This design comes from an exercise in tuning for small area, a short achievable clock period and few clock cycles on the open sky130 flow, not from production work.
RTL that was checked went through simulation tests only; none was proved equivalent to the original.
No activity file was given, so power comes from the tool's default toggle rates.

## build 63
// offload_engine
module offload_engine (
    input  wire          ACLK,
    input  wire          ARESET,
    input  wire          csr_awvalid,
    input  wire [11:0]   csr_awaddr,
    input  wire          csr_wvalid,
    input  wire [31:0]   csr_wdata,
    input  wire          csr_bready,
    input  wire          csr_arvalid,
    input  wire [11:0]   csr_araddr,
    input  wire          csr_rready,
    output wire          csr_awready,
    output wire          csr_wready,
    output wire          csr_bvalid,
    output wire          csr_arready,
    output wire          csr_rvalid,
    output wire [31:0]   csr_rdata,
    output wire [2:0]    mem_arvalid,
    output wire [191:0]  mem_araddr,
    output wire [2:0]    mem_rready,
    input  wire [2:0]    mem_arready,
    input  wire [2:0]    mem_rvalid,
    input  wire [95:0]   mem_rdata,
    output wire [2:0]    mem_awvalid,
    output wire [191:0]  mem_awaddr,
    output wire [2:0]    mem_wvalid,
    output wire [95:0]   mem_wdata,
    output wire [2:0]    mem_bready,
    input  wire [2:0]    mem_awready,
    input  wire [2:0]    mem_wready,
    input  wire [2:0]    mem_bvalid
);
For scale: ~6300 cells after synthesis, about 3800 flip-flops.
export LEC_CHECK = 0
export CAP_MARGIN = 20
export CORE_MARGIN = 2
export CORE_UTILIZATION = 45
export SLEW_MARGIN = 20
create_clock -name core_clock -period 8.0 [get_ports {ACLK}]
run.sh (not shown) runs the stock make flow with config.mk's settings and CLKGATE_MAP_FILE= SYNTH_SCRIPT=/design/flow/synth_recipe.tcl, a recipe that flattens the netlist after the stock synthesis.
Build 63 | stages: all done | timing, DRC, antenna: all pass
Testbench counts of build 63, summed over its fixed seeds: cycles 12,852.
#### Input delta (build 24 over build 63)
diff --git a/flow/config.mk b/flow/config.mk
--- a/flow/config.mk
+++ b/flow/config.mk
@@ -7,0 +8 @@
+export ABC_CLOCK_PERIOD_IN_PS = 2500
@@ -10,0 +12 @@
+export SETUP_SLACK_MARGIN = 5
--- outcome ---
- Global router's overall resource usage | build 24 above build 63
- Where post-route minimum period is concerned, build 63 is outperformed by build 24.
- Build 63 ended up with sky130_fd_sc_hd__clkdlybuf4s50_1 as its slowest library cell on the worst path; build 24 ended up with sky130_fd_sc_hd__edfxtp_1.
- Compared with build 63, build 24 shows a critical path depth that is 1 higher.
- When build 24 is set beside build 63, its routed metal-1 wirelength turns out to be about 2% larger.
- The lower met1 track demand over resource in global routing of build 63 and build 24 is in build 63.
- | number of standard cells in the layout, taps in and fillers out | build 24 vs build 63 | 154 higher |
- Summary: register-to-register slack, build 24 better than build 63
- Re count of clock-buffer cells in the layout: build 63 and build 24 aren't equal, and the higher value belongs to build 63.
The following lists how build 57 was set up differently from build 24:
diff --git a/flow/config.mk b/flow/config.mk
--- a/flow/config.mk
+++ b/flow/config.mk
@@ -8 +7,0 @@
-export ABC_CLOCK_PERIOD_IN_PS = 2500
Results
- Status: post-synthesis cell area parity (build 24, build 57)
- As far as number of distinct standard cells referenced by the synthesized netlist goes, build 57 and build 24 are indistinguishable; the numbers are identical.
- Build 24 -> build 57: proportion of cell area spent on the clock network delta 0, exact match

* * *

offload_engine, a different RTL version from the one above (not shown whole).
Size: about 7,400 cells after synthesis, roughly 0.11 mm2 of cells after synthesis.
Settings: LEC_CHECK=0, CAP_MARGIN=20, CORE_MARGIN=2, CORE_UTILIZATION=45, CTS_CLUSTER_DIAMETER=90, CTS_CLUSTER_SIZE=24, SETUP_SLACK_MARGIN=5, SLEW_MARGIN=20; clock period 8.0 ns.
Then changed:
CTS_CLUSTER_DIAMETER = 100   (was 90)
CTS_CLUSTER_SIZE = 30   (was 24)
What happened:
- The new run finished clean
- clock-buffer cell count goes down by 40
- global-route usage hardly moves
- total power falls by about 3.2%
- clock skew rose by 0.028 ns
Function was not checked in any run of this note: the RTL went through the layout flow alone.

* * *

Setup of old:
offload_engine, a different RTL version from the one above (not shown whole).
Size: about 6,100 cells after synthesis, roughly 3,700 flip-flops, about 710 I/O pins, ~120,000 sq um of cells after synthesis.
Settings: LEC_CHECK=0, CAP_MARGIN=20, CORE_MARGIN=2, CORE_UTILIZATION=45, SETUP_SLACK_MARGIN=5, SLEW_MARGIN=20; clock period 8.0 ns.
For new, these inputs were changed with respect to old:
Settings: CTS_CLUSTER_DIAMETER newly set to 100; CTS_CLUSTER_SIZE newly set to 30.
==> comparison <==
- Compared with old, new ends up with a smaller final cell area.
- Total global routing track utilization (new over old): decrease, 0.47 points
- Measured against old, the number of post-CTS setup repair buffers of new comes out at 2.1 times the reference value.
- The flow did not stop early for new: all stages ran, and the layout cleared the timing, design-rule and antenna checks.
- Changes observed in new relative to old: relative area of clock buffers and inverters in the final design -5.0 points, combinational power share higher, detailed-route wire length lost 5.1 mm.
- Diff new..old | highest net fanout along the worst path | unchanged
- On sequential share of layout area, the lower figure sits with old, not new.
- Run comparison: new critical path capture point mem_awaddr[130]; old critical path capture point mem_awaddr[2]
- Average wire length per cell after detail routing, new vs old: up slightly
No functional check of the RTL was part of any run of this note.

==> what the ideal ports hide <==
How much do the figures lean on ideal ports? The routed layouts below were timed once more, with nothing changed but the port constraints. Step 1 sets driving cells, clkbuf_16 on the clock port and buf_2 on the other inputs (assumed; they add their load-dependent delay and slew). Step 2 times the ports against the registers' clock, not the clock port: input delays grow and output delays shrink by t, the midpoint of the rising clock arrivals with the driver on. Slacks: ideal / step 1 / step 2; pairs: ideal / step 1.
run	t, ns	setup slack, ns	latest minus earliest clock arrival (ns)
build 63	0.963	3.802 / 3.716 / 4.081	0.067 / 0.067
build 24	0.961	4.729 / 4.645 / 4.208	0.050 / 0.051
build 57	0.961	4.729 / 4.645 / 4.208	0.050 / 0.051
the first run of note 2	0.946	4.757 / 4.672 / 4.031	0.083 / 0.083
the second run of note 2	0.930	4.758 / 4.675 / 4.039	0.095 / 0.096
old	0.968	4.783 / 4.690 / 4.009	0.085 / 0.085
new	0.947	4.789 / 4.694 / 4.013	0.051 / 0.050
After both steps setup and hold are still met in every run listed. For new, which loses most, drivers alone change the setup slack by -0.095 ns; drivers and shift together by -0.776 ns.
